Background: an optimization exercise with open tools, aiming at small area and a short achievable clock period. Do not read the settings as production practice.
Only simulation tests tie the RTL to the original design; equivalence was not proved.
No activity file was given, so power comes from the tool's default toggle rates.

Design fft_mag_sq_frame, start of the top module:
module fft_mag_sq_frame
#(
  parameter  int FFT_LEN = 64,
  localparam int IDX_W   = $clog2(FFT_LEN)
) (
  input  logic             aclk,
  input  logic             areset,
  input  logic [31:0]      slave_tdata,
  input  logic             slave_tvalid,
  output logic             slave_tready,
  output logic [31:0]      master_tdata,
  output logic             master_tvalid,
  input  logic             master_tready,
  output logic             master_tlast,
  output logic [IDX_W-1:0] peak_bin,
  output logic [31:0]      peak_mag,
  output logic             peak_valid
);
export LEC_CHECK = 0
export ABC_CLOCK_PERIOD_IN_PS = 3000
export CAP_MARGIN = 5
export CORE_MARGIN = 2
export CORE_UTILIZATION = 55
export CTS_BUF_LIST = sky130_fd_sc_hd__clkbuf_8
export CTS_CLUSTER_DIAMETER = 50
export CTS_CLUSTER_SIZE = 16
export SETUP_SLACK_MARGIN = 3.75
export SLEW_MARGIN = 5
export SYNTH_HIERARCHICAL = 1
export SYNTH_MINIMUM_KEEP_SIZE = 0
export TNS_END_PERCENT = 5
create_clock -name core_clock -period 7.0 [get_ports {aclk}]
standard.sh (not shown) runs the stock make flow with config.mk's settings and CLKGATE_MAP_FILE= SYNTH_SCRIPT=/design/flow/synth_recipe.tcl, a recipe that flattens the netlist after the stock synthesis.
==> flow/flow/run.sh <==
#!/bin/bash
set -euo pipefail
bash standard.sh \
  "BUFFER_PORTS_ARGS=-buffer_cell sky130_fd_sc_hd__buf_1" \
  "CTS_ARGS=-sink_clustering_enable -repair_clock_nets -sink_clustering_size 16 -sink_clustering_max_diameter 50 -buf_list sky130_fd_sc_hd__clkbuf_8 -dont_use_dummy_load" \
  finish > standard.log 2>&1
Edit:
Settings changed: CAP_MARGIN 5 to 20, CORE_UTILIZATION 55 to 40, SLEW_MARGIN 5 to 20.
The new run finished clean.
Worst setup slack gets worse by 0.020 ns.
Sequential share of layout area goes down by 0.24 points.
Via count goes down slightly.

* * *

Setup of JK:
Another version of the RTL of fft_mag_sq_frame (not shown whole).
For scale: ~210 flip-flops, about 110 I/O pins, roughly 15,000 um2 of cells after synthesis.
clock: 7.0 ns
lec_check: 0
abc_clock_period_in_ps: 3500
cap_margin: 20
core_margin: 2
core_utilization: 40
setup_slack_margin: 3.2
slew_margin: 20
synth_hierarchical: 1
synth_minimum_keep_size: 0
==> flow/flow/run.sh <==
#!/bin/bash
set -euo pipefail
bash standard.sh "BUFFER_PORTS_ARGS=-buffer_cell sky130_fd_sc_hd__buf_1" finish > standard.log 2>&1
Changes in MS relative to JK:
- ABC_AREA newly set to 1
For synthesized area per cell, dividing the value from MS by the value from JK gives 0.900.
JK -> MS: global-route usage flat
MS vs JK: shortest clock period the worst path allows after layout up in MS
Comparing MS and JK, the lower core utilization is on JK.
The via count was comparable across MS and JK.
The final area of MS and that of JK are within noise of each other.
Relative to MS, the following input files were edited for AL:
- removing ABC_AREA (formerly 1)
- changing CORE_UTILIZATION from 40 to 60
Results
In AL the non-filler instance count after layout turned out 288 lower than in MS. For the post-placement setup slack, AL came in 9.7 ps lower than MS did. Wire length of the first global-routing pass was higher in the run labelled MS. Diff MS -> AL | final standard cell area without fillers | decrease of 1.1%. Total vias in the final route delta for AL relative to MS: 35 higher. Reported for AL and MS, number of cells on the critical path turned out identical to the last digit. Where setup slack is concerned, MS is better than AL.
Inputs modified between AL and TR:
- setting CTS_BUF_LIST to sky130_fd_sc_hd__clkbuf_8 for the first time
- setting CTS_CLUSTER_SIZE to 16 for the first time
- changing CORE_UTILIZATION from 60 to 40
- setting CTS_CLUSTER_DIAMETER to 50 for the first time
## What came out
Per the comparison of TR with AL, post-route minimum period has decreased, via count has decreased, growth of design area from synthesis to finish has remained practically unchanged, total power after layout has decreased, routed wire length has increased.

* * *

fft_mag_sq_frame again, from the RTL that the note above started with.
export LEC_CHECK = 0
export ABC_CLOCK_PERIOD_IN_PS = 3500
export CAP_MARGIN = 20
export CORE_MARGIN = 2
export CORE_UTILIZATION = 40
export CTS_BUF_LIST = sky130_fd_sc_hd__clkbuf_8
export CTS_CLUSTER_SIZE = 18
export SETUP_SLACK_MARGIN = 3.2
export SLEW_MARGIN = 20
export SYNTH_HIERARCHICAL = 1
export SYNTH_MINIMUM_KEEP_SIZE = 0
create_clock -name core_clock -period 7.0 [get_ports {aclk}]
Scripts as last shown in full above: flow/flow/run.sh
The starting point finished with timing, DRC and antenna clean.
Edit:
--- a/flow/config.mk
+++ b/flow/config.mk
@@ -11,5 +11,5 @@
 export CORE_UTILIZATION = 40
 export CTS_BUF_LIST = sky130_fd_sc_hd__clkbuf_8
-export CTS_CLUSTER_SIZE = 18
+export CTS_CLUSTER_SIZE = 12
 export SETUP_SLACK_MARGIN = 3.2
 export SLEW_MARGIN = 20
After rerunning:
- The new run passed the timing, DRC and antenna checks
- final cell count does not change
- sequential share of layout area barely changes
- non-clock buffer count stays the same
- register-to-register slack is about the same
- power went up by 0.34%
Edit:
--- a/flow/config.mk
+++ b/flow/config.mk
@@ -11,6 +11,7 @@
 export CORE_UTILIZATION = 40
 export CTS_BUF_LIST = sky130_fd_sc_hd__clkbuf_8
-export CTS_CLUSTER_SIZE = 12
-export SETUP_SLACK_MARGIN = 3.2
+export CTS_CLUSTER_DIAMETER = 60
+export CTS_CLUSTER_SIZE = 20
+export SETUP_SLACK_MARGIN = 2.9
 export SLEW_MARGIN = 20
 export SYNTH_HIERARCHICAL = 1
After rerunning: The new run completed with no timing, DRC or antenna violations; wire length fell by 4.0%; flip-flop and latch count does not change; clock skew rose by 0.0041 ns; count of clock-buffer cells in the layout fell by 18; setup slack is worse by 0.25 ns; hold slack is better by 0.0079 ns; non-clock buffer count fell by 29.
Edit:
--- a/flow/config.mk
+++ b/flow/config.mk
@@ -13,5 +13,5 @@
 export CTS_CLUSTER_DIAMETER = 60
 export CTS_CLUSTER_SIZE = 20
-export SETUP_SLACK_MARGIN = 2.9
+export SETUP_SLACK_MARGIN = 3.2
 export SLEW_MARGIN = 20
 export SYNTH_HIERARCHICAL = 1
Wire length rose by 2.8%.
Die area is unchanged.
Global-route usage went up by 0.44 points.
First-iteration DRC count drops by 1.8%.
Hold slack hardly moves.
Critical path depth shrinks by 1.
Sequential cell count stays the same.
Maximum frequency is higher by 7.2%.
Worst setup slack is better by 0.27 ns.

-- port drivers added, routing unchanged --
Ports are ideal in the flow. The routed layouts listed here were re-timed in OpenROAD. Step 1: set_driving_cell puts a clkbuf_16 on aclk and a buf_2 on each other input, an assumption about the parent block. Step 2 also shifts input and output timing later by t, the mid clock arrival at the registers, as if the neighbouring blocks saw the same clock. Slacks: ideal / step 1 / step 2; pairs: ideal / step 1.
run | shift t [ns] | setup slack, ns | worst setup path at the end | latest minus earliest clock arrival (ns)
the first run of note 1 | 0.611 | 3.727 / 3.702 / 3.582 | input to register | 0.070 / 0.071
the second run of note 1 | 0.596 | 3.708 / 3.704 / 3.414 | input to register | 0.067 / 0.067
JK | 0.567 | 3.286 / 3.286 / 3.286 | register to register | 0.011 / 0.011
MS | 0.586 | 3.271 / 3.271 / 3.271 | register to register | 0.013 / 0.012
AL | 0.552 | 3.264 / 3.264 / 3.264 | register to register | 0.028 / 0.027
TR | 0.619 | 3.277 / 3.277 / 3.277 | register to register | 0.035 / 0.034
the first run of note 3 | 0.609 | 3.276 / 3.276 / 3.276 | register to register | 0.021 / 0.021
the second run of note 3 | 0.579 | 3.279 / 3.279 / 3.279 | register to register | 0.032 / 0.031
the third run of note 3 | 0.597 | 3.026 / 3.026 / 3.026 | register to register | 0.036 / 0.037
the fourth run of note 3 | 0.598 | 3.293 / 3.293 / 3.293 | register to register | 0.035 / 0.034
After both steps setup and hold are still met in every run listed. For the second run of note 1, which loses most, drivers alone change the setup slack by -0.004 ns; drivers and shift together by -0.294 ns.
